This design comes from an exercise in tuning for small area and a short achievable clock period on the open sky130 flow, not from production work. Function was checked by simulation only, so behaviour that the tests miss may differ from the original. Power figures rest on the tool's default switching activity, not on a simulated workload.

## flow/design.v (module list and top-level ports; edited modules follow where they fit)
// module iq_pwr_tree: 311 lines
// module iq_power: 35 lines
// module frame_arg_max: 128 lines
// module peak_apb_regs: 99 lines
// module peak_search_top: 82 lines
module peak_search_top (
   input  wire                      clk,
   input  wire                      i_rst_n,
   input  wire                      i_s_valid,
   output wire                      o_s_ready,
   input  wire sample_pkg::sample_t i_s_i,
   input  wire sample_pkg::sample_t i_s_q,
   input  wire                      i_psel,
   input  wire                      i_penable,
   input  wire                      i_pwrite,
   input  wire logic [8-1:0]  i_paddr,
   input  wire apb_regs_pkg::apb_data_t i_pwdata,
   output wire apb_regs_pkg::apb_data_t o_prdata,
   output wire                      o_pready,
   output wire                      o_pslverr,
   output wire                      o_irq
);
  // ...
==> flow/flow/run.sh <==
#!/bin/bash
# Own layout flow: the standard synthesis, then an inverter clean-up of its
# netlist (polopt.py: full adders computed on complemented signals where that
# saves inverters, De Morgan swaps of and/or gates), checked for
# equivalence with Yosys (flip-flops cut, so a purely combinational proof);
# then the standard layout with plain buffers (buf_1) on the ports.
set -euo pipefail
R=orfs/results/sky130hd/peak_search_top/base
bash standard.sh synth > standard_synth.log 2>&1
cp $R/1_2_yosys.v synth_netlist.v
if python3 flow/polopt.py synth_netlist.v polopt_netlist.v > polopt.log 2>&1 \
   && python3 flow/cutff.py synth_netlist.v eq_gold.v >> polopt.log 2>&1 \
   && python3 flow/cutff.py polopt_netlist.v eq_gate.v >> polopt.log 2>&1; then
  LIB=$FLOW_HOME/platforms/sky130hd/lib/sky130_fd_sc_hd__tt_025C_1v80.lib
  cat > eq.ys <<EOS
read_liberty -ignore_miss_func $LIB
read_verilog eq_gold.v
rename $FLOW_TOP gold
read_verilog eq_gate.v
rename $FLOW_TOP gate
flatten
miter -equiv -flatten -make_assert -ignore_gold_x gold gate m
hierarchy -top m
sat -verify -prove-asserts m
EOS
  if yosys -s eq.ys > equiv.log 2>&1; then
    echo "netlist clean-up proven equivalent, used" >> polopt.log
    cp polopt_netlist.v $R/1_2_yosys.v
    touch $R/1_2_yosys.v
    rm -f $R/1_synth.odb $R/1_synth.sdc
  else
    echo "equivalence not proven, standard netlist kept" >> polopt.log
  fi
fi
bash standard.sh BUFFER_PORTS_ARGS="-buffer_cell sky130_fd_sc_hd__buf_1" finish > standard_flow.log 2>&1
==> flow/flow/cutff.py <==
#!/usr/bin/env python3
# Turns a gate netlist combinational: each flip-flop's Q becomes an input and
# its D (and DE) an output, named after the instance. Usage: cutff.py in.v out.v
import re, sys
text = open(sys.argv[1]).read()
m = re.search(r"^(.*?)module (\w+)\((.*?)\);\n(.*?)\nendmodule", text, re.S)
pre, name, portlist, body = m.groups()
newports, decls = [], []
def repl(cm):
    t, inst, pins = cm.group(1), cm.group(2), cm.group(3)
    if not re.search(r"df|edf|dl", t):
        return cm.group(0)
    pd = dict((p, n.strip()) for p, n in re.findall(r"\.(\w+)\(([^()]*)\)", pins))
    key = re.sub(r"[^A-Za-z0-9_]", "_", inst)
    out = []
    for p, n in pd.items():
        if p in ("CLK", "CLK_N"):
            continue
        nn = n + " " if n.startswith("\\") else n
        if p in ("Q", "Q_N"):
            port = f"ffq_{p}_{key}"
            newports.append(port); decls.append(f"  input {port};")
            out.append(f"  assign {nn} = {port};")
        else:
            port = f"ffd_{p}_{key}"
            newports.append(port); decls.append(f"  output {port};")
            out.append(f"  assign {port} = {nn};")
    return "\n".join(out) + "\n"
body = re.sub(r"\s*(sky130_fd_sc_hd__\w+)\s+(\S+)\s*\((.*?)\);\n", repl, body + "\n", flags=re.S)
open(sys.argv[2], "w").write(pre + f"module {name}({portlist}, {', '.join(newports)});\n" + "\n".join(decls) + "\n" + body + "\nendmodule\n")
==> flow/flow/polopt.py <==
#!/usr/bin/env python3
"""Inverter clean-up on a Yosys gate netlist (sky130hd).

Each full adder, and each 2/3-input AND/OR-type and XOR-type gate, may work
on complemented inputs (I) and/or give a complemented output (O):
  - a full adder is self-dual, fa(~a,~b,~c) = ~fa(a,b,c): I = O
  - and/nand/or/nor: De Morgan, the cell type follows (I, O)
  - xor/xnor: complementing both inputs changes nothing; O picks xor/xnor
Inverters (not on ports) are dissolved and put back only where a pin needs
the complement of what its net carries; a simulated-annealing search picks
I and O to minimise the area of inverters and gates. Every flip-flop, port and
other cell sees exactly the values it saw before. Usage: polopt.py in.v out.v
"""
import re, sys, random

P = "sky130_fd_sc_hd__"
AREA = {"inv_1": 3.7536, "and2_1": 6.256, "nand2_1": 3.7536, "or2_1": 6.256, "nor2_1": 3.7536,
        "and3_1": 6.256, "nand3_1": 5.0048, "or3_1": 6.256, "nor3_1": 5.0048,
        "xor2_1": 8.7584, "xnor2_1": 8.7584}
# logical function -> cell for (I, O)
FAM = {
    "and":  {(0, 0): "and", (0, 1): "nand", (1, 0): "nor", (1, 1): "or"},
    "or":   {(0, 0): "or", (0, 1): "nor", (1, 0): "nand", (1, 1): "and"},
    "nand": {(0, 0): "nand", (0, 1): "and", (1, 0): "or", (1, 1): "nor"},
    "nor":  {(0, 0): "nor", (0, 1): "or", (1, 0): "and", (1, 1): "nand"},
    "xor":  {(0, 0): "xor", (0, 1): "xnor", (1, 0): "xor", (1, 1): "xnor"},
    "xnor": {(0, 0): "xnor", (0, 1): "xor", (1, 0): "xnor", (1, 1): "xor"},
}
OUTPINS = {"X", "Y", "Q", "Q_N", "SUM", "COUT", "HI", "LO"}

def parse(text):
    m = re.search(r"^(.*?\);\n)(.*?)(\nendmodule.*)$", text, re.S)
    head, body, tail = m.group(1), m.group(2), m.group(3)
    decls, cells = [], []
    for stmt in re.split(r"(?<=;)\n", body):
        s = stmt.strip()
        if not s:
            continue
        cm = re.match(r"(sky130_fd_sc_hd__\w+)\s+(\S+)\s*\((.*)\);?$", s, re.S)
        if cm:
            pins = [(p, n.strip()) for p, n in re.findall(r"\.(\w+)\(([^()]*)\)", cm.group(3))]
            cells.append([cm.group(1)[len(P):], cm.group(2), pins])
        else:
            decls.append(stmt)
    return head, decls, cells, tail

def esc(n):
    return n + " " if n.startswith("\\") else n

def family(t):
    m = re.match(r"(and|nand|or|nor|xor|xnor)([23])_1$", t)
    if m and (m.group(1) + m.group(2) + "_1") in AREA:
        return m.group(1), m.group(2)
    return None

def main():
    text = open(sys.argv[1]).read()
    head, decls, cells, tail = parse(text)
    assert not any(d.strip().startswith("assign") for d in decls), "assign statements not handled"
    ports = set()
    for d in [head] + decls:
        for m in re.finditer(r"^\s*(input|output)\s+(?:\[(\d+):(\d+)\]\s+)?(\S+);", d, re.M):
            if m.group(2):
                for i in range(int(m.group(3)), int(m.group(2)) + 1):
                    ports.add(f"{m.group(4)}[{i}]")
            else:
                ports.add(m.group(4))
    driver = {}
    for idx, (t, n, pins) in enumerate(cells):
        for p, net in pins:
            if p in OUTPINS:
                driver[net] = (idx, p)
    dissolve = set(i for i, c in enumerate(cells)
                   if re.match(r"(clk)?inv_\d+$", c[0]) and dict(c[2])["Y"] not in ports)
    def base(net):
        par = 0
        while net in driver and driver[net][0] in dissolve:
            net = dict(cells[driver[net][0]][2])["A"]
            par ^= 1
        return net, par
    # variables: kind 'fa' (I=O=v), 'gate' (I, O independent)
    kind = {}
    for i, c in enumerate(cells):
        if re.match(r"fa_\d+$", c[0]):
            kind[i] = "fa"
        elif family(c[0]):
            kind[i] = "gate"
    # cells that drive a port keep their output polarity
    for net in ports:
        d = driver.get(net)
        if d and d[0] in kind:
            if kind[d[0]] == "fa":
                del kind[d[0]]
            else:
                kind[d[0]] = "gate_in"
    I = {i: 0 for i in kind}
    O = {i: 0 for i in kind}
    pinlist = []
    for idx, (t, n, pins) in enumerate(cells):
        if idx in dissolve:
            continue
        for p, net in pins:
            if p in OUTPINS:
                continue
            b, q = base(net)
            pinlist.append((idx, p, b, q))
    # output ports fed straight from a dissolvable inverter cannot happen (kept)
    def gI(i): return I.get(i, 0)
    def gO_base(b):
        d = driver.get(b)
        return O.get(d[0], 0) if d else 0
    def pin_need(k):
        idx, p, b, q = pinlist[k]
        return q ^ gI(idx) ^ gO_base(b)
    pins_of_base, in_pins, outs_of = {}, {}, {}
    for k, (idx, p, b, q) in enumerate(pinlist):
        pins_of_base.setdefault(b, []).append(k)
        if idx in kind:
            in_pins.setdefault(idx, []).append(k)
    for b in pins_of_base:
        d = driver.get(b)
        if d and d[0] in kind:
            outs_of.setdefault(d[0], []).append(b)
    for b in list(ports):
        pass
    def celltype(i):
        t = cells[i][0]
        if kind.get(i) not in ("gate", "gate_in"):
            return t
        f, n = family(t)
        return FAM[f][(I[i], O[i])] + n + "_1"
    def gate_area(i):
        return AREA[celltype(i)]
    needcnt = {b: sum(pin_need(k) for k in ks) for b, ks in pins_of_base.items()}
    ninv = sum(1 for v in needcnt.values() if v > 0)
    garea = sum(gate_area(i) for i in kind if kind[i] in ("gate", "gate_in"))
    def total():
        return ninv * AREA["inv_1"] + garea
    def toggle(i, which):
        nonlocal ninv, garea
        if kind[i] in ("gate", "gate_in"):
            garea -= gate_area(i)
        if kind[i] == "fa":
            I[i] ^= 1; O[i] ^= 1
        elif which == 0:
            I[i] ^= 1
        else:
            O[i] ^= 1
        if kind[i] in ("gate", "gate_in"):
            garea += gate_area(i)
        touched = set()
        if kind[i] == "fa" or which == 1:
            touched.update(outs_of.get(i, []))
        if kind[i] == "fa" or which == 0:
            touched.update(pinlist[k][2] for k in in_pins.get(i, []))
        for b in touched:
            old = needcnt[b] > 0
            needcnt[b] = sum(pin_need(k) for k in pins_of_base[b])
            ninv += (needcnt[b] > 0) - old
    start = total()
    moves = [(i, 0) for i in kind] + [(i, 1) for i in kind if kind[i] == "gate"]
    rnd = random.Random(int(sys.argv[3]) if len(sys.argv) > 3 else 1)
    cur = start; best = cur; bestI, bestO = dict(I), dict(O)
    steps = 60000
    for st in range(steps):
        T = max(0.05, 3.0 * (1 - st / steps))
        i, w = rnd.choice(moves)
        toggle(i, w)
        c = total()
        if c <= cur or rnd.random() < pow(2.718281828, -(c - cur) / T):
            cur = c
            if c < best - 1e-9:
                best = c; bestI, bestO = dict(I), dict(O)
        else:
            toggle(i, w)
    I.update(bestI); O.update(bestO)
    needcnt = {b: sum(pin_need(k) for k in ks) for b, ks in pins_of_base.items()}
    need = [b for b, v in needcnt.items() if v > 0]
    sys.stderr.write(f"inverters+flexible gates: {start:.1f} -> {best:.1f} um2; inverters {len(dissolve)} -> {len(need)}\n")
    # write out
    newinv = {}
    for b in need:
        k = len(newinv) + 1
        newinv[b] = (f"_polinv_{k}_", f"_polnet_{k}_")
    newpins = {}
    for k, (idx, p, b, q) in enumerate(pinlist):
        newpins.setdefault(idx, {})[p] = newinv[b][1] if pin_need(k) else b
    lines = list(decls)
    for b, (iname, onet) in newinv.items():
        lines.append(f"  wire {onet};")
    for idx, (t, n, pins) in enumerate(cells):
        if idx in dissolve:
            continue
        np_ = [(p, newpins.get(idx, {}).get(p, net)) for p, net in pins]
        ct = celltype(idx)
        if ct != t:
            outpin = "X" if re.match(r"(and|or|xor)\d", ct) else "Y"
            np_ = [(outpin if p in ("X", "Y") else p, net) for p, net in np_]
        pin_s = ",\n".join(f"    .{p}({esc(net)})" for p, net in np_)
        lines.append(f"  {P}{ct} {n} (\n{pin_s}\n  );")
    for b, (iname, onet) in newinv.items():
        lines.append(f"  {P}inv_1 {iname} (\n    .A({esc(b)}),\n    .Y({onet})\n  );")
    open(sys.argv[2], "w").write(head + "\n".join(lines) + tail)

main()
==> flow/standard.sh <==
#!/bin/bash
# synth_recipe.tcl (not shown) runs the flow's synth.tcl, then flattens the netlist and writes it again
# the make line also repeats each setting of config.mk as NAME=value (left out here)
make -C /OpenROAD-flow-scripts/flow DESIGN_CONFIG=/design/flow/config.mk WORK_HOME=/design/flow/orfs CLKGATE_MAP_FILE= SYNTH_SCRIPT=/design/flow/synth_recipe.tcl "${@:-finish}"
==> flow/config.mk <==
export PLATFORM = sky130hd
export DESIGN_NAME = peak_search_top
export DESIGN_NICKNAME = peak_search_top
export VERILOG_FILES = /design/flow/design.v
export SDC_FILE = /design/flow/constraint.sdc
export NUM_CORES = 4
export LEC_CHECK = 0
export CAP_MARGIN = 20
export CORE_MARGIN = 2
export CORE_UTILIZATION = 60
export CTS_BUF_LIST = sky130_fd_sc_hd__clkbuf_4 sky130_fd_sc_hd__clkbuf_8
export CTS_CLUSTER_SIZE = 30
export SETUP_SLACK_MARGIN = 4.0
export SLEW_MARGIN = 20
==> flow/constraint.sdc <==
create_clock -name core_clock -period 7.5 [get_ports {clk}]
set_input_delay 1.5000 -clock core_clock [delete_from_list [all_inputs] [get_ports {clk}]]
set_output_delay 1.5000 -clock core_clock [all_outputs]
set_load 0.01 [all_outputs]
==> results.ini, run 1 <==
[placed_design]
port_buffers=88

[global_route]
grt_usage_pct=25.2
met1_usage_pct=30.4
antenna_found_initial=0

[power_and_ir_drop]
switchingPower_uw=1040
power-top-group=combinational logic
ir_worst_vdd_mv=0.179
p_clk_uw=667

[final_layout]
fin_area_um2=11300
final_common_cell=nor2_1
final_nets=1260
mostFrequentLayoutCells=nor2_1, dfxtp_1, fa_1
area_growth_pct=7.27
buf_share_pct=3.15
clkbuf_count=19
n_all_inverters=50

[clocking]
cts_max_path_buffers=2
cts_sinks=178
htreeDepth=4
clk_pin_slew_ns=0.09

[worst_hold_path]
hold_path_end=search0.lag_idx_q[9]

[timing]
drv_slew=0
slew_headroom_pct=46.7
hold_viol=0
fin_ws_ns=4.18

[route]
routedLengthMet1_mm=9.08
wl_met3_um=803
dr_wl_met2_mm=11.2
drc=0
routed_via_density=5.41

[setup_path]
cpMostUsedCell=fa_1
end_kind=flop
path_cells=inv_1 -> nor2_1 -> fa_1 -> fa_1 -> fa_1 -> fa_1 -> fa_1
slowest_delay_ns=0.52
critPathRequiredTime_ns=7.84
r2r_slack_ns=4.18
r2r-end=search0.lag_r2_q[1]

[die]
well_tap_count=225

[run_status]
status=complete, no violations

[logic_synthesis]
syn_area_um2=10600
synth_cells=968
avgSynthCellArea_um2=10.9

==> module iq_power, before the edit <==
module iq_power (
   input  wire                 clk,
   input  wire                 i_rst_n,
   input  wire                 i_valid,
   output logic                o_ready,
   input  wire sample_pkg::sample_t i_i,
   input  wire sample_pkg::sample_t i_q,
   output logic                o_pwr_valid,
   input  wire                 i_pwr_ready,
   output logic [10:0]         o_xi,
   output logic                o_si,
   output logic [10:0]         o_xq,
   output logic                o_sq
);
   logic take;
   assign o_ready = i_pwr_ready | ~o_pwr_valid;
   assign take    = i_valid & o_ready;
   always_ff @(posedge clk) begin
      if (!i_rst_n) begin
         o_pwr_valid <= 1'b0;
      end else if (take) begin
         o_pwr_valid <= 1'b1;
      end else if (i_pwr_ready) begin
         o_pwr_valid <= 1'b0;
      end
   end
   always_ff @(posedge clk) begin
      if (take) begin
         o_xi <= i_i[10:0] ^ {11{i_i[11]}};
         o_si <= i_i[11];
         o_xq <= i_q[10:0] ^ {11{i_q[11]}};
         o_sq <= i_q[11];
      end
   end
endmodule
==> module frame_arg_max, before the edit <==
module frame_arg_max (
   input  wire                     clk,
   input  wire                     i_rst_n,
   input  wire                     i_enable,
   input  wire sample_pkg::frame_len_t i_frame_len,
   input  wire                     i_pwr_valid,
   output logic                    o_pwr_ready,
   input  wire [10:0]              i_xi,
   input  wire                     i_si,
   input  wire [10:0]              i_xq,
   input  wire                     i_sq,
   output logic                    o_res_valid,
   output sample_pkg::power_t      o_peak_power,
   output sample_pkg::index_t      o_peak_index,
   input  wire                     i_res_busy,
   output logic                    o_busy
);
   logic                   hold_q;
   logic                   hold_d;
   logic                   infr_q;      
   logic                   infr_d;
   logic                   res_d;
   sample_pkg::index_t     cnt_q;
   sample_pkg::index_t     cnt_inc;
   sample_pkg::index_t     len_q;
   sample_pkg::index_t     cur_len;
   logic                   first;
   logic                   take;
   logic                   last;
   logic                   lag_v_q;
   logic                   lag_first_q;
   sample_pkg::index_t     lag_idx_q;
   logic [12:0]            r0, r1, r2;
   logic [12:0]            lag_r0_q, lag_r1_q, lag_r2_q;
   sample_pkg::power_t     lag_pwr;
   logic [12:0]            s1, c1, nm;
   logic [13:0]            s2, c2, gt_sum;
   logic                   gt;
   sample_pkg::power_t     max_q;
   sample_pkg::index_t     idx_q;
   sample_pkg::power_t     max_d;
   sample_pkg::index_t     idx_d;
   logic                   upd;
   assign o_pwr_ready = i_enable & ~hold_q;
   assign take        = i_pwr_valid & o_pwr_ready;
   assign first   = ~infr_q;
   assign cnt_inc = cnt_q + 1'b1;
   assign cur_len = first ? i_frame_len[10-1:0] : len_q;
   assign last    = (cnt_inc == cur_len);
   always_comb begin
      hold_d = hold_q;
      infr_d = infr_q;
      res_d  = 1'b0;
      if (hold_q) begin
         if (!i_res_busy) begin
            hold_d = 1'b0;
            res_d  = 1'b1;
         end
      end else if (take) begin
         infr_d = ~last;
         if (last) begin
            if (i_res_busy || o_res_valid) begin
               hold_d = 1'b1;
            end else begin
               res_d  = 1'b1;
            end
         end
      end
   end
   always_ff @(posedge clk) begin
      if (!i_rst_n) begin
         hold_q      <= 1'b0;
         infr_q      <= 1'b0;
         o_busy      <= 1'b0;
         cnt_q       <= '0;
         o_res_valid <= 1'b0;
         lag_v_q     <= 1'b0;
      end else begin
         hold_q      <= hold_d;
         infr_q      <= infr_d;
         o_busy      <= hold_d | infr_d;
         o_res_valid <= res_d;
         lag_v_q     <= take;
         if (take) begin
            cnt_q <= last ? '0 : cnt_inc;
         end
      end
   end
   always_ff @(posedge clk) begin
      if (take && first) begin
         len_q <= i_frame_len[10-1:0];
      end
   end
   iq_pwr_tree tree0 (
      .i_xi (i_xi),
      .i_si (i_si),
      .i_xq (i_xq),
      .i_sq (i_sq),
      .o_r0 (r0),
      .o_r1 (r1),
      .o_r2 (r2)
   );
   always_ff @(posedge clk) begin
      lag_r0_q    <= r0;
      lag_r1_q    <= r1;
      lag_r2_q    <= r2;
      lag_idx_q   <= cnt_q;
      lag_first_q <= first;
   end
   assign s1 = lag_r0_q ^ lag_r1_q ^ lag_r2_q;
   assign c1 = {(lag_r0_q[11:0] & lag_r1_q[11:0]) | (lag_r0_q[11:0] & lag_r2_q[11:0]) |
                (lag_r1_q[11:0] & lag_r2_q[11:0]), 1'b0};
   assign lag_pwr = s1 + c1;
   assign nm = ~max_q;
   assign s2 = {1'b0, s1 ^ c1 ^ nm};
   assign c2 = {(s1 & c1) | (s1 & nm) | (c1 & nm), 1'b0};
   assign gt_sum = s2 + c2;
   assign gt     = gt_sum[13];
   assign upd   = lag_v_q & (lag_first_q | gt);
   assign max_d = upd ? lag_pwr : max_q;
   assign idx_d = upd ? lag_idx_q : idx_q;
   always_ff @(posedge clk) begin
      max_q <= max_d;
      idx_q <= idx_d;
   end
   assign o_peak_power = max_d;
   assign o_peak_index = idx_d;
endmodule
==> module peak_apb_regs, before the edit <==
module peak_apb_regs (
   input  wire                      clk,
   input  wire                      i_rst_n,
   input  wire                      i_psel,
   input  wire                      i_penable,
   input  wire                      i_pwrite,
   input  wire logic [8-1:0]  i_paddr,
   input  wire apb_regs_pkg::apb_data_t i_pwdata,
   output apb_regs_pkg::apb_data_t  o_prdata,
   output logic                     o_pready,
   output logic                     o_pslverr,
   output logic                     o_enable,
   output sample_pkg::frame_len_t   o_frame_len,
   input  wire                      i_res_valid,
   input  wire sample_pkg::power_t  i_peak_power,
   input  wire sample_pkg::index_t  i_peak_index,
   input  wire                      i_busy,
   output logic                     o_res_busy,
   output logic                     o_irq
);
   apb_regs_pkg::ctrl_t      ctrl_q;
   sample_pkg::frame_len_t frame_len_q;
   logic       done_q;
   logic       irq_q;
   sample_pkg::power_t     peak_power_q;
   sample_pkg::index_t     peak_index_q;
   sample_pkg::count_t     frame_count_q;
   logic       access;
   logic [5:0] sel_d;
   logic [5:0] sel_q;
   logic       unmapped_q;
   logic       wr;
   apb_regs_pkg::apb_data_t  rdata;
   localparam int FL_W = $clog2(1024) + 1;
   function automatic sample_pkg::frame_len_t clamp_len(input apb_regs_pkg::apb_data_t wdata);
      if (wdata == '0 || wdata > 1024) begin
         clamp_len = 1024;
      end else begin
         clamp_len = wdata[FL_W-1:0];
      end
   endfunction
   assign sel_d[0] = (i_paddr == 8'h00);
   assign sel_d[1] = (i_paddr == 8'h04);
   assign sel_d[2] = (i_paddr == 8'h08);
   assign sel_d[3] = (i_paddr == 8'h0C);
   assign sel_d[4] = (i_paddr == 8'h10);
   assign sel_d[5] = (i_paddr == 8'h14);
   always_ff @(posedge clk) begin
      sel_q      <= sel_d;
      unmapped_q <= ~|sel_d;
   end
   assign access = i_psel & i_penable;
   assign wr     = access & i_pwrite;
   always_comb begin
      rdata = '0;
      rdata[1:0]   = rdata[1:0]   | ({2{sel_q[0]}} & ctrl_q);
      rdata[10:0]  = rdata[10:0]  | ({11{sel_q[1]}} & frame_len_q);
      rdata[1:0]   = rdata[1:0]   | ({2{sel_q[2]}} & {i_busy, done_q});
      rdata[12:0]  = rdata[12:0]  | ({13{sel_q[3]}} & peak_power_q);
      rdata[9:0]   = rdata[9:0]   | ({10{sel_q[4]}} & peak_index_q);
      rdata[15:0]  = rdata[15:0]  | ({16{sel_q[5]}} & frame_count_q);
   end
   assign o_prdata  = rdata;
   assign o_pready  = 1'b1;
   assign o_pslverr = unmapped_q;
   always_ff @(posedge clk) begin
      if (!i_rst_n) begin
         ctrl_q        <= '0;
         frame_len_q   <= 1024;
         done_q        <= 1'b0;
         irq_q         <= 1'b0;
         frame_count_q <= '0;
      end else begin
         irq_q <= done_q & ctrl_q[apb_regs_pkg::CTRL_IRQ_EN_BIT];
         if (wr && sel_q[0]) begin
            ctrl_q <= i_pwdata[1:0];
         end
         if (wr && sel_q[1]) begin
            frame_len_q <= clamp_len(i_pwdata);
         end
         if (i_res_valid) begin
            done_q        <= 1'b1;
            frame_count_q <= frame_count_q + 1'b1;
         end else if (wr && sel_q[2] && i_pwdata[apb_regs_pkg::STATUS_DONE_BIT]) begin
            done_q <= 1'b0;
         end
      end
   end
   always_ff @(posedge clk) begin
      if (i_res_valid) begin
         peak_power_q <= i_peak_power;
         peak_index_q <= i_peak_index;
      end
   end
   assign o_enable    = ctrl_q[apb_regs_pkg::CTRL_ENABLE_BIT];
   assign o_frame_len = frame_len_q;
   assign o_res_busy  = done_q;
   assign o_irq       = irq_q;
endmodule
==> inputs of run 2 (changes only) <==
--- a/flow/design.v
+++ b/flow/design.v
@@ -28,18 +28,17 @@
 `timescale 1ns/1ns
 `default_nettype none
 module iq_pwr_tree (
    input  wire [10:0] i_xi,
    input  wire        i_si,
    input  wire [10:0] i_xq,
    input  wire        i_sq,
    output wire [12:0] o_r0,
-   output wire [12:0] o_r1,
-   output wire [12:0] o_r2
+   output wire [12:0] o_r1
 );
    wire hs1, hc2;
    assign hs1 = (i_si & i_xi[0]) ^ (i_xi[1] & ~i_xi[0]);
    assign hc2 = (i_si & i_xi[0]) & (i_xi[1] & ~i_xi[0]);
    wire hs3, hc4;
    assign hs3 = (i_sq & i_xq[0]) ^ (i_xq[1] & ~i_xq[0]);
    assign hc4 = (i_sq & i_xq[0]) & (i_xq[1] & ~i_xq[0]);
    wire fs5, fc6;
@@ -191,19 +190,19 @@
    assign fs99 = fs91 ^ fc74 ^ fc82;
    assign fc100 = (fs91 & fc74) | (fs91 & fc82) | (fc74 & fc82);
    wire fs101, fc102;
    assign fs101 = fs93 ^ fs95 ^ fs97;
    assign fc102 = (fs93 & fs95) | (fs93 & fs97) | (fs95 & fs97);
    wire fs103, fc104;
    assign fs103 = fs99 ^ fc76 ^ fc84;
    assign fc104 = (fs99 & fc76) | (fs99 & fc84) | (fc76 & fc84);
-   wire hs105, hc106;
-   assign hs105 = fs101 ^ fs103;
-   assign hc106 = fs101 & fs103;
+   wire fs105, fc106;
+   assign fs105 = fs101 ^ fs103 ^ low_A[11];
+   assign fc106 = (fs101 & fs103) | (fs101 & low_A[11]) | (fs103 & low_A[11]);
    wire fs107, fc108;
    assign fs107 = (i_xi[6] & ~i_xi[5]) ^ (i_xi[1] & i_xi[10]) ^ (i_xi[2] & i_xi[9]);
    assign fc108 = ((i_xi[6] & ~i_xi[5]) & (i_xi[1] & i_xi[10])) | ((i_xi[6] & ~i_xi[5]) & (i_xi[2] & i_xi[9])) | ((i_xi[1] & i_xi[10]) & (i_xi[2] & i_xi[9]));
    wire fs109, fc110;
    assign fs109 = (i_xi[3] & i_xi[8]) ^ (i_xi[4] & i_xi[7]) ^ (i_xq[6] & ~i_xq[5]);
    assign fc110 = ((i_xi[3] & i_xi[8]) & (i_xi[4] & i_xi[7])) | ((i_xi[3] & i_xi[8]) & (i_xq[6] & ~i_xq[5])) | ((i_xi[4] & i_xi[7]) & (i_xq[6] & ~i_xq[5]));
    wire fs111, fc112;
    assign fs111 = (i_xq[1] & i_xq[10]) ^ (i_xq[2] & i_xq[9]) ^ (i_xq[3] & i_xq[8]);
@@ -221,127 +220,156 @@
    assign fs119 = fc96 ^ fc98 ^ fs113;
    assign fc120 = (fc96 & fc98) | (fc96 & fs113) | (fc98 & fs113);
    wire fs121, fc122;
    assign fs121 = fs115 ^ fc100 ^ fs117;
    assign fc122 = (fs115 & fc100) | (fs115 & fs117) | (fc100 & fs117);
    wire fs123, fc124;
    assign fs123 = fs119 ^ fc102 ^ fc104;
    assign fc124 = (fs119 & fc102) | (fs119 & fc104) | (fc102 & fc104);
-   wire fs125, fc126;
-   assign fs125 = (i_xi[6] & i_xi[5]) ^ (i_xi[2] & i_xi[10]) ^ (i_xi[3] & i_xi[9]);
-   assign fc126 = ((i_xi[6] & i_xi[5]) & (i_xi[2] & i_xi[10])) | ((i_xi[6] & i_xi[5]) & (i_xi[3] & i_xi[9])) | ((i_xi[2] & i_xi[10]) & (i_xi[3] & i_xi[9]));
+   wire hs125, hc126;
+   assign hs125 = fs121 ^ fs123;
+   assign hc126 = fs121 & fs123;
    wire fs127, fc128;
-   assign fs127 = (i_xi[4] & i_xi[8]) ^ (i_xi[5] & i_xi[7]) ^ (i_xq[6] & i_xq[5]);
-   assign fc128 = ((i_xi[4] & i_xi[8]) & (i_xi[5] & i_xi[7])) | ((i_xi[4] & i_xi[8]) & (i_xq[6] & i_xq[5])) | ((i_xi[5] & i_xi[7]) & (i_xq[6] & i_xq[5]));
+   assign fs127 = (i_xi[6] & i_xi[5]) ^ (i_xi[2] & i_xi[10]) ^ (i_xi[3] & i_xi[9]);
+   assign fc128 = ((i_xi[6] & i_xi[5]) & (i_xi[2] & i_xi[10])) | ((i_xi[6] & i_xi[5]) & (i_xi[3] & i_xi[9])) | ((i_xi[2] & i_xi[10]) & (i_xi[3] & i_xi[9]));
    wire fs129, fc130;
-   assign fs129 = (i_xq[2] & i_xq[10]) ^ (i_xq[3] & i_xq[9]) ^ (i_xq[4] & i_xq[8]);
-   assign fc130 = ((i_xq[2] & i_xq[10]) & (i_xq[3] & i_xq[9])) | ((i_xq[2] & i_xq[10]) & (i_xq[4] & i_xq[8])) | ((i_xq[3] & i_xq[9]) & (i_xq[4] & i_xq[8]));
+   assign fs129 = (i_xi[4] & i_xi[8]) ^ (i_xi[5] & i_xi[7]) ^ (i_xq[6] & i_xq[5]);
+   assign fc130 = ((i_xi[4] & i_xi[8]) & (i_xi[5] & i_xi[7])) | ((i_xi[4] & i_xi[8]) & (i_xq[6] & i_xq[5])) | ((i_xi[5] & i_xi[7]) & (i_xq[6] & i_xq[5]));
    wire fs131, fc132;
-   assign fs131 = (i_xq[5] & i_xq[7]) ^ fc108 ^ fc110;
-   assign fc132 = ((i_xq[5] & i_xq[7]) & fc108) | ((i_xq[5] & i_xq[7]) & fc110) | (fc108 & fc110);
+   assign fs131 = (i_xq[2] & i_xq[10]) ^ (i_xq[3] & i_xq[9]) ^ (i_xq[4] & i_xq[8]);
+   assign fc132 = ((i_xq[2] & i_xq[10]) & (i_xq[3] & i_xq[9])) | ((i_xq[2] & i_xq[10]) & (i_xq[4] & i_xq[8])) | ((i_xq[3] & i_xq[9]) & (i_xq[4] & i_xq[8]));
    wire fs133, fc134;
-   assign fs133 = fc112 ^ fs125 ^ fs127;
-   assign fc134 = (fc112 & fs125) | (fc112 & fs127) | (fs125 & fs127);
+   assign fs133 = (i_xq[5] & i_xq[7]) ^ fc108 ^ fc110;
+   assign fc134 = ((i_xq[5] & i_xq[7]) & fc108) | ((i_xq[5] & i_xq[7]) & fc110) | (fc108 & fc110);
    wire fs135, fc136;
-   assign fs135 = fs129 ^ fc114 ^ fc116;
-   assign fc136 = (fs129 & fc114) | (fs129 & fc116) | (fc114 & fc116);
+   assign fs135 = fc112 ^ fs127 ^ fs129;
+   assign fc136 = (fc112 & fs127) | (fc112 & fs129) | (fs127 & fs129);
    wire fs137, fc138;
-   assign fs137 = fs131 ^ fs133 ^ fc118;
-   assign fc138 = (fs131 & fs133) | (fs131 & fc118) | (fs133 & fc118);
+   assign fs137 = fs131 ^ fc114 ^ fc116;
+   assign fc138 = (fs131 & fc114) | (fs131 & fc116) | (fc114 & fc116);
    wire fs139, fc140;
-   assign fs139 = fc120 ^ fs135 ^ fs137;
-   assign fc140 = (fc120 & fs135) | (fc120 & fs137) | (fs135 & fs137);
+   assign fs139 = fs133 ^ fs135 ^ fc118;
+   assign fc140 = (fs133 & fs135) | (fs133 & fc118) | (fs135 & fc118);
    wire fs141, fc142;
-   assign fs141 = (i_xi[7] & ~i_xi[6]) ^ (i_xi[3] & i_xi[10]) ^ (i_xi[4] & i_xi[9]);
-   assign fc142 = ((i_xi[7] & ~i_xi[6]) & (i_xi[3] & i_xi[10])) | ((i_xi[7] & ~i_xi[6]) & (i_xi[4] & i_xi[9])) | ((i_xi[3] & i_xi[10]) & (i_xi[4] & i_xi[9]));
+   assign fs141 = fc120 ^ fs137 ^ fs139;
+   assign fc142 = (fc120 & fs137) | (fc120 & fs139) | (fs137 & fs139);
    wire fs143, fc144;
-   assign fs143 = (i_xi[5] & i_xi[8]) ^ (i_xq[7] & ~i_xq[6]) ^ (i_xq[3] & i_xq[10]);
-   assign fc144 = ((i_xi[5] & i_xi[8]) & (i_xq[7] & ~i_xq[6])) | ((i_xi[5] & i_xi[8]) & (i_xq[3] & i_xq[10])) | ((i_xq[7] & ~i_xq[6]) & (i_xq[3] & i_xq[10]));
+   assign fs143 = fc122 ^ fc124 ^ fs141;
+   assign fc144 = (fc122 & fc124) | (fc122 & fs141) | (fc124 & fs141);
    wire fs145, fc146;
-   assign fs145 = (i_xq[4] & i_xq[9]) ^ (i_xq[5] & i_xq[8]) ^ fc126;
-   assign fc146 = ((i_xq[4] & i_xq[9]) & (i_xq[5] & i_xq[8])) | ((i_xq[4] & i_xq[9]) & fc126) | ((i_xq[5] & i_xq[8]) & fc126);
+   assign fs145 = (i_xi[7] & ~i_xi[6]) ^ (i_xi[3] & i_xi[10]) ^ (i_xi[4] & i_xi[9]);
+   assign fc146 = ((i_xi[7] & ~i_xi[6]) & (i_xi[3] & i_xi[10])) | ((i_xi[7] & ~i_xi[6]) & (i_xi[4] & i_xi[9])) | ((i_xi[3] & i_xi[10]) & (i_xi[4] & i_xi[9]));
    wire fs147, fc148;
-   assign fs147 = fc128 ^ fc130 ^ fs141;
-   assign fc148 = (fc128 & fc130) | (fc128 & fs141) | (fc130 & fs141);
+   assign fs147 = (i_xi[5] & i_xi[8]) ^ (i_xq[7] & ~i_xq[6]) ^ (i_xq[3] & i_xq[10]);
+   assign fc148 = ((i_xi[5] & i_xi[8]) & (i_xq[7] & ~i_xq[6])) | ((i_xi[5] & i_xi[8]) & (i_xq[3] & i_xq[10])) | ((i_xq[7] & ~i_xq[6]) & (i_xq[3] & i_xq[10]));
    wire fs149, fc150;
-   assign fs149 = fs143 ^ fc132 ^ fc134;
-   assign fc150 = (fs143 & fc132) | (fs143 & fc134) | (fc132 & fc134);
+   assign fs149 = (i_xq[4] & i_xq[9]) ^ (i_xq[5] & i_xq[8]) ^ fc128;
+   assign fc150 = ((i_xq[4] & i_xq[9]) & (i_xq[5] & i_xq[8])) | ((i_xq[4] & i_xq[9]) & fc128) | ((i_xq[5] & i_xq[8]) & fc128);
    wire fs151, fc152;
-   assign fs151 = fs145 ^ fs147 ^ fc136;
-   assign fc152 = (fs145 & fs147) | (fs145 & fc136) | (fs147 & fc136);
-   wire hs153, hc154;
-   assign hs153 = fs149 ^ fc138;
-   assign hc154 = fs149 & fc138;
+   assign fs151 = fc130 ^ fc132 ^ fs145;
+   assign fc152 = (fc130 & fc132) | (fc130 & fs145) | (fc132 & fs145);
+   wire fs153, fc154;
+   assign fs153 = fs147 ^ fc134 ^ fc136;
+   assign fc154 = (fs147 & fc134) | (fs147 & fc136) | (fc134 & fc136);
    wire fs155, fc156;
-   assign fs155 = (i_xi[7] & i_xi[6]) ^ (i_xi[4] & i_xi[10]) ^ (i_xi[5] & i_xi[9]);
-   assign fc156 = ((i_xi[7] & i_xi[6]) & (i_xi[4] & i_xi[10])) | ((i_xi[7] & i_xi[6]) & (i_xi[5] & i_xi[9])) | ((i_xi[4] & i_xi[10]) & (i_xi[5] & i_xi[9]));
+   assign fs155 = fs149 ^ fs151 ^ fc138;
+   assign fc156 = (fs149 & fs151) | (fs149 & fc138) | (fs151 & fc138);
    wire fs157, fc158;
-   assign fs157 = (i_xi[6] & i_xi[8]) ^ (i_xq[7] & i_xq[6]) ^ (i_xq[4] & i_xq[10]);
-   assign fc158 = ((i_xi[6] & i_xi[8]) & (i_xq[7] & i_xq[6])) | ((i_xi[6] & i_xi[8]) & (i_xq[4] & i_xq[10])) | ((i_xq[7] & i_xq[6]) & (i_xq[4] & i_xq[10]));
-   wire fs159, fc160;
-   assign fs159 = (i_xq[5] & i_xq[9]) ^ (i_xq[6] & i_xq[8]) ^ fc142;
-   assign fc160 = ((i_xq[5] & i_xq[9]) & (i_xq[6] & i_xq[8])) | ((i_xq[5] & i_xq[9]) & fc142) | ((i_xq[6] & i_xq[8]) & fc142);
+   assign fs157 = fs153 ^ fc140 ^ fs155;
+   assign fc158 = (fs153 & fc140) | (fs153 & fs155) | (fc140 & fs155);
+   wire hs159, hc160;
+   assign hs159 = fc142 ^ fs157;
+   assign hc160 = fc142 & fs157;
    wire fs161, fc162;
-   assign fs161 = fc144 ^ fs155 ^ fs157;
-   assign fc162 = (fc144 & fs155) | (fc144 & fs157) | (fs155 & fs157);
+   assign fs161 = (i_xi[7] & i_xi[6]) ^ (i_xi[4] & i_xi[10]) ^ (i_xi[5] & i_xi[9]);
+   assign fc162 = ((i_xi[7] & i_xi[6]) & (i_xi[4] & i_xi[10])) | ((i_xi[7] & i_xi[6]) & (i_xi[5] & i_xi[9])) | ((i_xi[4] & i_xi[10]) & (i_xi[5] & i_xi[9]));
    wire fs163, fc164;
-   assign fs163 = fc146 ^ fc148 ^ fs159;
-   assign fc164 = (fc146 & fc148) | (fc146 & fs159) | (fc148 & fs159);
+   assign fs163 = (i_xi[6] & i_xi[8]) ^ (i_xq[7] & i_xq[6]) ^ (i_xq[4] & i_xq[10]);
+   assign fc164 = ((i_xi[6] & i_xi[8]) & (i_xq[7] & i_xq[6])) | ((i_xi[6] & i_xi[8]) & (i_xq[4] & i_xq[10])) | ((i_xq[7] & i_xq[6]) & (i_xq[4] & i_xq[10]));
    wire fs165, fc166;
-   assign fs165 = fs161 ^ fc150 ^ fs163;
-   assign fc166 = (fs161 & fc150) | (fs161 & fs163) | (fc150 & fs163);
+   assign fs165 = (i_xq[5] & i_xq[9]) ^ (i_xq[6] & i_xq[8]) ^ fc146;
+   assign fc166 = ((i_xq[5] & i_xq[9]) & (i_xq[6] & i_xq[8])) | ((i_xq[5] & i_xq[9]) & fc146) | ((i_xq[6] & i_xq[8]) & fc146);
    wire fs167, fc168;
-   assign fs167 = (i_xi[8] & ~i_xi[7]) ^ (i_xi[5] & i_xi[10]) ^ (i_xi[6] & i_xi[9]);
-   assign fc168 = ((i_xi[8] & ~i_xi[7]) & (i_xi[5] & i_xi[10])) | ((i_xi[8] & ~i_xi[7]) & (i_xi[6] & i_xi[9])) | ((i_xi[5] & i_xi[10]) & (i_xi[6] & i_xi[9]));
+   assign fs167 = fc148 ^ fs161 ^ fs163;
+   assign fc168 = (fc148 & fs161) | (fc148 & fs163) | (fs161 & fs163);
    wire fs169, fc170;
-   assign fs169 = (i_xq[8] & ~i_xq[7]) ^ (i_xq[5] & i_xq[10]) ^ (i_xq[6] & i_xq[9]);
-   assign fc170 = ((i_xq[8] & ~i_xq[7]) & (i_xq[5] & i_xq[10])) | ((i_xq[8] & ~i_xq[7]) & (i_xq[6] & i_xq[9])) | ((i_xq[5] & i_xq[10]) & (i_xq[6] & i_xq[9]));
+   assign fs169 = fc150 ^ fc152 ^ fs165;
+   assign fc170 = (fc150 & fc152) | (fc150 & fs165) | (fc152 & fs165);
    wire fs171, fc172;
-   assign fs171 = fc156 ^ fc158 ^ fs167;
-   assign fc172 = (fc156 & fc158) | (fc156 & fs167) | (fc158 & fs167);
+   assign fs171 = fs167 ^ fc154 ^ fs169;
+   assign fc172 = (fs167 & fc154) | (fs167 & fs169) | (fc154 & fs169);
    wire fs173, fc174;
-   assign fs173 = fs169 ^ fc160 ^ fc162;
-   assign fc174 = (fs169 & fc160) | (fs169 & fc162) | (fc160 & fc162);
-   wire hs175, hc176;
-   assign hs175 = fs171 ^ fc164;
-   assign hc176 = fs171 & fc164;
+   assign fs173 = fc156 ^ fs171 ^ fc158;
+   assign fc174 = (fc156 & fs171) | (fc156 & fc158) | (fs171 & fc158);
+   wire fs175, fc176;
+   assign fs175 = (i_xi[8] & ~i_xi[7]) ^ (i_xi[5] & i_xi[10]) ^ (i_xi[6] & i_xi[9]);
+   assign fc176 = ((i_xi[8] & ~i_xi[7]) & (i_xi[5] & i_xi[10])) | ((i_xi[8] & ~i_xi[7]) & (i_xi[6] & i_xi[9])) | ((i_xi[5] & i_xi[10]) & (i_xi[6] & i_xi[9]));
    wire fs177, fc178;
-   assign fs177 = (i_xi[8] & i_xi[7]) ^ (i_xi[6] & i_xi[10]) ^ (i_xi[7] & i_xi[9]);
-   assign fc178 = ((i_xi[8] & i_xi[7]) & (i_xi[6] & i_xi[10])) | ((i_xi[8] & i_xi[7]) & (i_xi[7] & i_xi[9])) | ((i_xi[6] & i_xi[10]) & (i_xi[7] & i_xi[9]));
+   assign fs177 = (i_xq[8] & ~i_xq[7]) ^ (i_xq[5] & i_xq[10]) ^ (i_xq[6] & i_xq[9]);
+   assign fc178 = ((i_xq[8] & ~i_xq[7]) & (i_xq[5] & i_xq[10])) | ((i_xq[8] & ~i_xq[7]) & (i_xq[6] & i_xq[9])) | ((i_xq[5] & i_xq[10]) & (i_xq[6] & i_xq[9]));
    wire fs179, fc180;
-   assign fs179 = (i_xq[8] & i_xq[7]) ^ (i_xq[6] & i_xq[10]) ^ (i_xq[7] & i_xq[9]);
-   assign fc180 = ((i_xq[8] & i_xq[7]) & (i_xq[6] & i_xq[10])) | ((i_xq[8] & i_xq[7]) & (i_xq[7] & i_xq[9])) | ((i_xq[6] & i_xq[10]) & (i_xq[7] & i_xq[9]));
+   assign fs179 = fc162 ^ fc164 ^ fs175;
+   assign fc180 = (fc162 & fc164) | (fc162 & fs175) | (fc164 & fs175);
    wire fs181, fc182;
-   assign fs181 = fc168 ^ fc170 ^ fs177;
-   assign fc182 = (fc168 & fc170) | (fc168 & fs177) | (fc170 & fs177);
+   assign fs181 = fs177 ^ fc166 ^ fc168;
+   assign fc182 = (fs177 & fc166) | (fs177 & fc168) | (fc166 & fc168);
    wire fs183, fc184;
-   assign fs183 = fs179 ^ fc172 ^ fs181;
-   assign fc184 = (fs179 & fc172) | (fs179 & fs181) | (fc172 & fs181);
-   wire fs185, fc186;
-   assign fs185 = (i_xi[9] & ~i_xi[8]) ^ (i_xi[7] & i_xi[10]) ^ (i_xq[9] & ~i_xq[8]);
-   assign fc186 = ((i_xi[9] & ~i_xi[8]) & (i_xi[7] & i_xi[10])) | ((i_xi[9] & ~i_xi[8]) & (i_xq[9] & ~i_xq[8])) | ((i_xi[7] & i_xi[10]) & (i_xq[9] & ~i_xq[8]));
+   assign fs183 = fs179 ^ fc170 ^ fs181;
+   assign fc184 = (fs179 & fc170) | (fs179 & fs181) | (fc170 & fs181);
+   wire hs185, hc186;
+   assign hs185 = fc172 ^ fs183;
+   assign hc186 = fc172 & fs183;
    wire fs187, fc188;
-   assign fs187 = (i_xq[7] & i_xq[10]) ^ fc178 ^ fc180;
-   assign fc188 = ((i_xq[7] & i_xq[10]) & fc178) | ((i_xq[7] & i_xq[10]) & fc180) | (fc178 & fc180);
-   wire hs189, hc190;
-   assign hs189 = fs185 ^ fc182;
-   assign hc190 = fs185 & fc182;
+   assign fs187 = (i_xi[8] & i_xi[7]) ^ (i_xi[6] & i_xi[10]) ^ (i_xi[7] & i_xi[9]);
+   assign fc188 = ((i_xi[8] & i_xi[7]) & (i_xi[6] & i_xi[10])) | ((i_xi[8] & i_xi[7]) & (i_xi[7] & i_xi[9])) | ((i_xi[6] & i_xi[10]) & (i_xi[7] & i_xi[9]));
+   wire fs189, fc190;
+   assign fs189 = (i_xq[8] & i_xq[7]) ^ (i_xq[6] & i_xq[10]) ^ (i_xq[7] & i_xq[9]);
+   assign fc190 = ((i_xq[8] & i_xq[7]) & (i_xq[6] & i_xq[10])) | ((i_xq[8] & i_xq[7]) & (i_xq[7] & i_xq[9])) | ((i_xq[6] & i_xq[10]) & (i_xq[7] & i_xq[9]));
    wire fs191, fc192;
-   assign fs191 = (i_xi[9] & i_xi[8]) ^ (i_xi[8] & i_xi[10]) ^ (i_xq[9] & i_xq[8]);
-   assign fc192 = ((i_xi[9] & i_xi[8]) & (i_xi[8] & i_xi[10])) | ((i_xi[9] & i_xi[8]) & (i_xq[9] & i_xq[8])) | ((i_xi[8] & i_xi[10]) & (i_xq[9] & i_xq[8]));
+   assign fs191 = fc176 ^ fc178 ^ fs187;
+   assign fc192 = (fc176 & fc178) | (fc176 & fs187) | (fc178 & fs187);
    wire fs193, fc194;
-   assign fs193 = (i_xq[8] & i_xq[10]) ^ fc186 ^ fs191;
-   assign fc194 = ((i_xq[8] & i_xq[10]) & fc186) | ((i_xq[8] & i_xq[10]) & fs191) | (fc186 & fs191);
-   wire hs195, hc196;
-   assign hs195 = (i_xi[10] & ~i_xi[9]) ^ (i_xq[10] & ~i_xq[9]);
-   assign hc196 = (i_xi[10] & ~i_xi[9]) & (i_xq[10] & ~i_xq[9]);
-   assign o_r0 = {1'b0, 1'b0, (i_xi[10] & i_xi[9]), fc192, fc188, fc184, fc174, fc166, fc152, fc140, fc122, hc106, low_A[11]};
-   assign o_r1 = {1'b0, 1'b0, (i_xq[10] & i_xq[9]), fc194, hc190, fs187, hc176, fs173, hc154, fs151, fc124, fs121, low_B[11]};
-   assign o_r2 = {1'b0, 1'b0, hc196, hs195, fs193, hs189, fs183, hs175, fs165, hs153, fs139, fs123, hs105};
+   assign fs193 = fs189 ^ fc180 ^ fs191;
+   assign fc194 = (fs189 & fc180) | (fs189 & fs191) | (fc180 & fs191);
+   wire fs195, fc196;
+   assign fs195 = fc182 ^ fs193 ^ fc184;
+   assign fc196 = (fc182 & fs193) | (fc182 & fc184) | (fs193 & fc184);
+   wire fs197, fc198;
+   assign fs197 = (i_xi[9] & ~i_xi[8]) ^ (i_xi[7] & i_xi[10]) ^ (i_xq[9] & ~i_xq[8]);
+   assign fc198 = ((i_xi[9] & ~i_xi[8]) & (i_xi[7] & i_xi[10])) | ((i_xi[9] & ~i_xi[8]) & (i_xq[9] & ~i_xq[8])) | ((i_xi[7] & i_xi[10]) & (i_xq[9] & ~i_xq[8]));
+   wire fs199, fc200;
+   assign fs199 = (i_xq[7] & i_xq[10]) ^ fc188 ^ fc190;
+   assign fc200 = ((i_xq[7] & i_xq[10]) & fc188) | ((i_xq[7] & i_xq[10]) & fc190) | (fc188 & fc190);
+   wire fs201, fc202;
+   assign fs201 = fs197 ^ fc192 ^ fs199;
+   assign fc202 = (fs197 & fc192) | (fs197 & fs199) | (fc192 & fs199);
+   wire hs203, hc204;
+   assign hs203 = fs201 ^ fc194;
+   assign hc204 = fs201 & fc194;
+   wire fs205, fc206;
+   assign fs205 = (i_xi[9] & i_xi[8]) ^ (i_xi[8] & i_xi[10]) ^ (i_xq[9] & i_xq[8]);
+   assign fc206 = ((i_xi[9] & i_xi[8]) & (i_xi[8] & i_xi[10])) | ((i_xi[9] & i_xi[8]) & (i_xq[9] & i_xq[8])) | ((i_xi[8] & i_xi[10]) & (i_xq[9] & i_xq[8]));
+   wire fs207, fc208;
+   assign fs207 = (i_xq[8] & i_xq[10]) ^ fc198 ^ fs205;
+   assign fc208 = ((i_xq[8] & i_xq[10]) & fc198) | ((i_xq[8] & i_xq[10]) & fs205) | (fc198 & fs205);
+   wire fs209, fc210;
+   assign fs209 = fc200 ^ fs207 ^ fc202;
+   assign fc210 = (fc200 & fs207) | (fc200 & fc202) | (fs207 & fc202);
+   wire fs211, fc212;
+   assign fs211 = (i_xi[10] & ~i_xi[9]) ^ (i_xq[10] & ~i_xq[9]) ^ fc206;
+   assign fc212 = ((i_xi[10] & ~i_xi[9]) & (i_xq[10] & ~i_xq[9])) | ((i_xi[10] & ~i_xi[9]) & fc206) | ((i_xq[10] & ~i_xq[9]) & fc206);
+   wire hs213, hc214;
+   assign hs213 = fc208 ^ fs211;
+   assign hc214 = fc208 & fs211;
+   wire fs215, fc216;
+   assign fs215 = (i_xi[10] & i_xi[9]) ^ (i_xq[10] & i_xq[9]) ^ fc212;
+   assign fc216 = ((i_xi[10] & i_xi[9]) & (i_xq[10] & i_xq[9])) | ((i_xi[10] & i_xi[9]) & fc212) | ((i_xq[10] & i_xq[9]) & fc212);
+   assign o_r0 = {1'b0, fc216, hc214, fc210, hc204, fc196, hc186, fc174, hc160, fc144, hc126, fc106, low_B[11]};
+   assign o_r1 = {1'b0, 1'b0, fs215, hs213, fs209, hs203, fs195, hs185, fs173, hs159, fs143, hs125, fs105};
 endmodule
 module iq_power (
    input  wire                 clk,
    input  wire                 i_rst_n,
    input  wire                 i_valid,
    output logic                o_ready,
    input  wire sample_pkg::sample_t i_i,
    input  wire sample_pkg::sample_t i_q,
@@ -360,17 +388,17 @@
          o_pwr_valid <= 1'b0;
       end else if (take) begin
          o_pwr_valid <= 1'b1;
       end else if (i_pwr_ready) begin
          o_pwr_valid <= 1'b0;
       end
    end
    always_ff @(posedge clk) begin
-      if (take) begin
+      if (o_ready) begin
          o_xi <= i_i[10:0] ^ {11{i_i[11]}};
          o_si <= i_i[11];
          o_xq <= i_q[10:0] ^ {11{i_q[11]}};
          o_sq <= i_q[11];
       end
    end
 endmodule
 `default_nettype wire
@@ -403,18 +431,18 @@
    sample_pkg::index_t     len_q;
    sample_pkg::index_t     cur_len;
    logic                   first;
    logic                   take;
    logic                   last;
    logic                   lag_v_q;
    logic                   lag_first_q;
    sample_pkg::index_t     lag_idx_q;
-   logic [12:0]            r0, r1, r2;
-   logic [12:0]            lag_r0_q, lag_r1_q, lag_r2_q;
+   logic [12:0]            r0, r1;
+   logic [12:0]            lag_r0_q, lag_r1_q;
    sample_pkg::power_t     lag_pwr;
    logic [12:0]            s1, c1, nm;
    logic [13:0]            s2, c2, gt_sum;
    logic                   gt;
    sample_pkg::power_t     max_q;
    sample_pkg::index_t     idx_q;
    sample_pkg::power_t     max_d;
    sample_pkg::index_t     idx_d;
@@ -470,29 +498,26 @@
       end
    end
    iq_pwr_tree tree0 (
       .i_xi (i_xi),
       .i_si (i_si),
       .i_xq (i_xq),
       .i_sq (i_sq),
       .o_r0 (r0),
-      .o_r1 (r1),
-      .o_r2 (r2)
+      .o_r1 (r1)
    );
    always_ff @(posedge clk) begin
       lag_r0_q    <= r0;
       lag_r1_q    <= r1;
-      lag_r2_q    <= r2;
       lag_idx_q   <= cnt_q;
       lag_first_q <= first;
    end
-   assign s1 = lag_r0_q ^ lag_r1_q ^ lag_r2_q;
-   assign c1 = {(lag_r0_q[11:0] & lag_r1_q[11:0]) | (lag_r0_q[11:0] & lag_r2_q[11:0]) |
-                (lag_r1_q[11:0] & lag_r2_q[11:0]), 1'b0};
+   assign s1 = lag_r0_q;
+   assign c1 = lag_r1_q;
    assign lag_pwr = s1 + c1;
    assign nm = ~max_q;
    assign s2 = {1'b0, s1 ^ c1 ^ nm};
    assign c2 = {(s1 & c1) | (s1 & nm) | (c1 & nm), 1'b0};
    assign gt_sum = s2 + c2;
    assign gt     = gt_sum[13];
    assign upd   = lag_v_q & (lag_first_q | gt);
    assign max_d = upd ? lag_pwr : max_q;
@@ -533,38 +558,35 @@
    logic       irq_q;
    sample_pkg::power_t     peak_power_q;
    sample_pkg::index_t     peak_index_q;
    sample_pkg::count_t     frame_count_q;
    logic       access;
    logic [5:0] sel_d;
    logic [5:0] sel_q;
    logic       unmapped_q;
+   logic       write_q;
+   logic       clamp_q;
    logic       wr;
    apb_regs_pkg::apb_data_t  rdata;
    localparam int FL_W = $clog2(1024) + 1;
-   function automatic sample_pkg::frame_len_t clamp_len(input apb_regs_pkg::apb_data_t wdata);
-      if (wdata == '0 || wdata > 1024) begin
-         clamp_len = 1024;
-      end else begin
-         clamp_len = wdata[FL_W-1:0];
-      end
-   endfunction
    assign sel_d[0] = (i_paddr == 8'h00);
    assign sel_d[1] = (i_paddr == 8'h04);
    assign sel_d[2] = (i_paddr == 8'h08);
    assign sel_d[3] = (i_paddr == 8'h0C);
    assign sel_d[4] = (i_paddr == 8'h10);
    assign sel_d[5] = (i_paddr == 8'h14);
    always_ff @(posedge clk) begin
       sel_q      <= sel_d;
       unmapped_q <= ~|sel_d;
+      write_q    <= i_pwrite;
+      clamp_q    <= (i_pwdata == '0) || (i_pwdata > 1024);
    end
    assign access = i_psel & i_penable;
-   assign wr     = access & i_pwrite;
+   assign wr     = access & write_q;
    always_comb begin
       rdata = '0;
       rdata[1:0]   = rdata[1:0]   | ({2{sel_q[0]}} & ctrl_q);
       rdata[10:0]  = rdata[10:0]  | ({11{sel_q[1]}} & frame_len_q);
       rdata[1:0]   = rdata[1:0]   | ({2{sel_q[2]}} & {i_busy, done_q});
       rdata[12:0]  = rdata[12:0]  | ({13{sel_q[3]}} & peak_power_q);
       rdata[9:0]   = rdata[9:0]   | ({10{sel_q[4]}} & peak_index_q);
       rdata[15:0]  = rdata[15:0]  | ({16{sel_q[5]}} & frame_count_q);
@@ -580,17 +602,17 @@
          irq_q         <= 1'b0;
          frame_count_q <= '0;
       end else begin
          irq_q <= done_q & ctrl_q[apb_regs_pkg::CTRL_IRQ_EN_BIT];
          if (wr && sel_q[0]) begin
             ctrl_q <= i_pwdata[1:0];
          end
          if (wr && sel_q[1]) begin
-            frame_len_q <= clamp_len(i_pwdata);
+            frame_len_q <= clamp_q ? FL_W'(1024) : i_pwdata[FL_W-1:0];
          end
          if (i_res_valid) begin
             done_q        <= 1'b1;
             frame_count_q <= frame_count_q + 1'b1;
          end else if (wr && sel_q[2] && i_pwdata[apb_regs_pkg::STATUS_DONE_BIT]) begin
             done_q <= 1'b0;
          end
       end
==> flow/flow/run.sh (replaced) <==
#!/bin/bash
# Own layout flow: the standard synthesis; its combinational logic re-mapped
# by ABC for delay (resyn.sh: flip-flops and their names untouched) and its
# inverters cleaned up (polopt.py); the
# re-mapped netlist is used only if ABC proves it equivalent to the standard
# one (flip-flops cut into inputs and outputs, a combinational miter); then
# the standard layout with plain buffers (buf_1) on the ports.
set -euo pipefail
R=orfs/results/sky130hd/peak_search_top/base
LIB=$FLOW_HOME/platforms/sky130hd/lib/sky130_fd_sc_hd__tt_025C_1v80.lib
bash standard.sh synth > standard_synth.log 2>&1
cp $R/1_2_yosys.v synth_netlist.v
echo "standard netlist kept" > resyn_used.log
if RESYN_D=${RESYN_D:-1800} bash flow/resyn.sh synth_netlist.v resyn0_netlist.v $LIB \
   && python3 flow/polopt.py resyn0_netlist.v resyn_netlist.v > polopt.log 2>&1 \
   && python3 flow/cutff.py synth_netlist.v eq_gold.v > cutff.log 2>&1 \
   && python3 flow/cutff.py resyn_netlist.v eq_gate.v >> cutff.log 2>&1; then
  cat > miter.ys <<EOS
read_liberty -ignore_miss_func $LIB
read_verilog eq_gold.v
rename $FLOW_TOP gold
read_verilog eq_gate.v
rename $FLOW_TOP gate
flatten
miter -equiv -flatten gold gate m
hierarchy -top m
opt_clean
techmap
opt -fast
aigmap
write_aiger -zinit miter.aig
EOS
  if yosys -s miter.ys > miter.log 2>&1 \
     && yosys-abc -c "read miter.aig; strash; print_stats; iprove" > cec.log 2>&1 \
     && grep -q "^UNSATISFIABLE" cec.log; then
    echo "re-mapped netlist proven equivalent, used" > resyn_used.log
    cp resyn_netlist.v $R/1_2_yosys.v
    touch $R/1_2_yosys.v
    rm -f $R/1_synth.odb $R/1_synth.sdc
  fi
fi
bash standard.sh BUFFER_PORTS_ARGS="-buffer_cell sky130_fd_sc_hd__buf_1" finish > standard_flow.log 2>&1
--- a/flow/flow/cutff.py
+++ b/flow/flow/cutff.py
@@ -3,17 +3,17 @@
 # its D (and DE) an output, named after the instance. Usage: cutff.py in.v out.v
 import re, sys
 text = open(sys.argv[1]).read()
 m = re.search(r"^(.*?)module (\w+)\((.*?)\);\n(.*?)\nendmodule", text, re.S)
 pre, name, portlist, body = m.groups()
 newports, decls = [], []
 def repl(cm):
     t, inst, pins = cm.group(1), cm.group(2), cm.group(3)
-    if not re.search(r"df|edf|dl", t):
+    if not re.search(r"__(dfxtp|edfxtp|dfrtp|dfstp|dfxbp|dfrbp|dfsbp|dfbbp|dfbbn|dfrtn|edfxbp)_", t):
         return cm.group(0)
     pd = dict((p, n.strip()) for p, n in re.findall(r"\.(\w+)\(([^()]*)\)", pins))
     key = re.sub(r"[^A-Za-z0-9_]", "_", inst)
     out = []
     for p, n in pd.items():
         if p in ("CLK", "CLK_N"):
             continue
         nn = n + " " if n.startswith("\\") else n
==> flow/flow/resyn.sh (new file) <==
#!/bin/bash
# resyn.sh IN.v OUT.v LIB : re-maps the combinational logic of a gate netlist
# with ABC (delay-driven mapping, then gate sizing); the flip-flops and tie
# cells stay as they are, with their instance names.
set -euo pipefail
IN=$1; OUT=$2; LIB=$3; D=${RESYN_D:-1500}
DU="-dont_use *probe* -dont_use *lpflow* -dont_use *clkdly* -dont_use *dlygate* -dont_use *dlymetal* -dont_use *ebuf* -dont_use *einv* -dont_use *dlclkp* -dont_use *conb*"
cat > resyn.ys <<EOS
read_liberty -ignore_miss_func $LIB
read_verilog $IN
hierarchy -top $FLOW_TOP
blackbox sky130_fd_sc_hd__dfxtp_1 sky130_fd_sc_hd__edfxtp_1 sky130_fd_sc_hd__conb_1
flatten
opt_clean -purge
abc -liberty $LIB $DU -script "+strash; dch -f; map -D $D; topo; upsize -D $D; dnsize -D $D; stime"
opt_clean -purge
splitnets
opt_clean -purge
insbuf -buf sky130_fd_sc_hd__buf_1 A X
stat -liberty $LIB
write_verilog -noattr -noexpr -nohex -nodec $OUT
EOS
yosys -s resyn.ys > resyn.log 2>&1
--- a/flow/config.mk
+++ b/flow/config.mk
@@ -5,10 +5,10 @@
 export SDC_FILE = /design/flow/constraint.sdc
 export NUM_CORES = 4
 export LEC_CHECK = 0
 export CAP_MARGIN = 20
 export CORE_MARGIN = 2
 export CORE_UTILIZATION = 60
 export CTS_BUF_LIST = sky130_fd_sc_hd__clkbuf_4 sky130_fd_sc_hd__clkbuf_8
 export CTS_CLUSTER_SIZE = 30
-export SETUP_SLACK_MARGIN = 4.0
+export SETUP_SLACK_MARGIN = 4.5
 export SLEW_MARGIN = 20
==> run 2 against run 1 <==
Compared with the run above: clock-buffer cell count fell by 2; combinational power is 23% higher; register-to-register slack improved by 0.37 ns; critical endpoint is now o_prdata[5].
==> results.ini, run 2 <==
[run_status]
status=complete, no violations

[die]
die-area_um2=18400
chipWidth_um=136
io_pins=106
core-area_um2=17100
dieHeight_um=136
start_util_pct=60.7
row_count=48

[route]
routed_via_density=5.50  ; +1.6%
drc=0  ; unchanged
wl_mm=28.0
dr_total_vias=10000
wire_per_inst_um=15.3
drtIter0Drc=831
first_pass_iters=5
detail-route-antenna-nets=0

[logic_synthesis]
synth-warning-count=3
avgSynthCellArea_um2=7.37  ; -32%
syn_area_um2=10400  ; -1.7%
synth_cells=1408  ; +45%

[power_and_ir_drop]
ir_worst_vdd_mv=0.150  ; -16%
power-per-cell-area_nw_per_um2=262
p_leak_uw=0.00525
power_uw=3240

[timing]
tns_ns=0
clock_skew_ns=0.0207
fin_crit_ns=2.97
setup_viol=0
slew_headroom_pct=31.0  ; -16 points
period_share_pct=39.5
hold_viol=0  ; unchanged
drv_slew=0  ; unchanged
rsz0062_at_grt=true
worst_slew_pin_slew_ns=1.03
fmax_ghz=0.337

[setup_path]
crit_buf_inv=1
path_cells=a22oi_1 -> nand2_1 -> buf_1
worst_ep_arrival_time_ns=1.47
end_kind=output pin
crit_path_top_delay_cell=dfxtp_4
slowest_delay_ns=0.43  ; -0.09 ns
r2r_slack_ns=4.55  ; +0.37 ns
start_kind=flop
crit_cells=3
cp_top_family=flip-flops
crit_type=reg -> out
worstRegToRegCells=12
critPathRequiredTime_ns=6.00  ; -1.84 ns
path_max_fanout=16

[global_route]
met1_usage_pct=34.5  ; +4.1 points
met2_usage_pct=53.4
use_met3_pct=4.86
grt_pass1_vias=9049
grt_pass1_wl_mm=43.3
overflow=0
antenna_found_initial=1  ; +1
grt_usage_pct=29.8  ; +4.6 points
grt_max_degree=27
busiest_layer=met2

[flow_run]
cap_violations=0

[clocking]
cts_root_buf=clkbuf_8
cts_max_path_buffers=2  ; unchanged
cts-buffers-inserted=17
clk_latency_ns=0.47
hold_buffers=0
htreeDepth=4  ; unchanged
cts_sinks=170  ; -4.5%
clk_pin_slew_ns=0.10  ; about the same
cts_tree=done

[final_layout]
drive_above_1_share_pct=12.3
largest_reg_flops=16
reg_top3=regs0.frame_count_q: 16 flops, regs0.peak_power_q: 13 flops, search0.max_q: 13 flops
top_register=regs0.frame_count_q
final_nets=1657  ; +32%
mostFrequentLayoutCells=nand2_1, nor2_1, dfxtp_1
final_common_cell=nand2_1
area_growth_pct=18.9
antenna_cells=0

[worst_hold_path]
worstHoldPathCells=0
hp-class=reg -> reg

[placed_design]
port_buffers=88  ; unchanged
dp_hpwl_mm=20.0
gp_congestion=0.962

run 2: layout make-up:
| type | instances | area, µm² |
|---|---|---|
| multi-input cells | 1132 | 6280 |
| fillers | 1388 | 4770 |
| flip-flops and latches | 170 | 3990 |
| repair buffers | 157 | 907 |
| inverters | 108 | 443 |
| well taps | 225 | 282 |
| clock buffers | 17 | 234 |
| clock inverters | 15 | 201 |
| repair inverters | 1 | 5.00 |
run 2: stage by stage:
stage | cells | setup WS (ns) | hold slack [ns] | area [µm²] | util [%]
floorplan | 1425 | 4.51 | 0.351 | 10500 | -
global placement | 1723 | 3.80 | 0.373 | 11000 | 64.4
detailed placement | 1723 | 3.71 | 0.373 | 11000 | 64.4
CTS | 1778 | 4.41 | 0.388 | 11700 | 68.5
global route | 1825 | 4.30 | 0.394 | 12300 | 72.1
finish | 1825 | 4.53 | 0.387 | 12300 | 72.1
run 2: power breakdown:
part | switching (µW) | internal [µW]
Sequential | 54.6 | 1040
Combinational | 845 | 601
Clock | 383 | 315
run 2: worst paths after layout:
check                                      start                   end
worst min register to register  search0.cnt_q[5]  search0.lag_idx_q[5]
worst max-delay path              regs0.sel_q[5]           o_prdata[5]
worst max register to register    power0.o_xi[4]   search0.lag_r1_q[2]
worst min-delay path            search0.cnt_q[5]  search0.lag_idx_q[5]
run 2: timing repair:
item | in CTS | in global routing
gates cloned | 1 | 2
gates resized for setup | 23 | 66
setup buffers | 22 | 45
pin swaps | 2 | 12
endpoints found under the setup margin | 54 | 49
run 2: worst register-to-register path: cells and delay by family (launching register included):
family | cells | cell delay, ns
AOI/OAI and AO/OA | 4 | 0.73
xor gates and xnor gates | 1 | 0.33
DFF | 1 | 0.53
and+or+nand+nor | 7 | 1.24
run 2: metal layers:
metal	vias up	share of wire [%]
met4	0	4.3
met1	4488	40
li1	5068	-
met2	392	50
met3	94	6.3
met5	-	0

static timing again, ports no longer ideal:
How much do the figures lean on ideal ports? The routed layouts below were timed once more, with nothing changed but the port constraints.
Step 1: set_driving_cell puts a clkbuf_16 on clk and a buf_2 on each other input, an assumption about the parent block.
Step 2, shift: input delay + t, output delay - t, t = (earliest + latest rising clock arrival at the registers) / 2. This alone moves slack from input paths to output paths.
a / b / c = ideal ports / drivers / drivers and shift; a / b = the first two.
| run | t, ns | setup WS [ns] | latest minus earliest clock arrival (ns) | worst register clock-pin slew, ns | worst data-port slew with drivers (ns) |
|---|---|---|---|---|---|
| run 1 | 0.493 | 4.179 / 4.156 / 4.179 | 0.014 / 0.014 | 0.10 / 0.10 | 0.03 |
| run 2 | 0.497 | 4.535 / 4.494 / 4.163 | 0.021 / 0.021 | 0.11 / 0.11 | 0.04 |
After both steps every run listed still meets setup and hold. For run 2, which loses most, drivers alone change the setup slack by -0.041 ns; drivers and shift together by -0.372 ns.
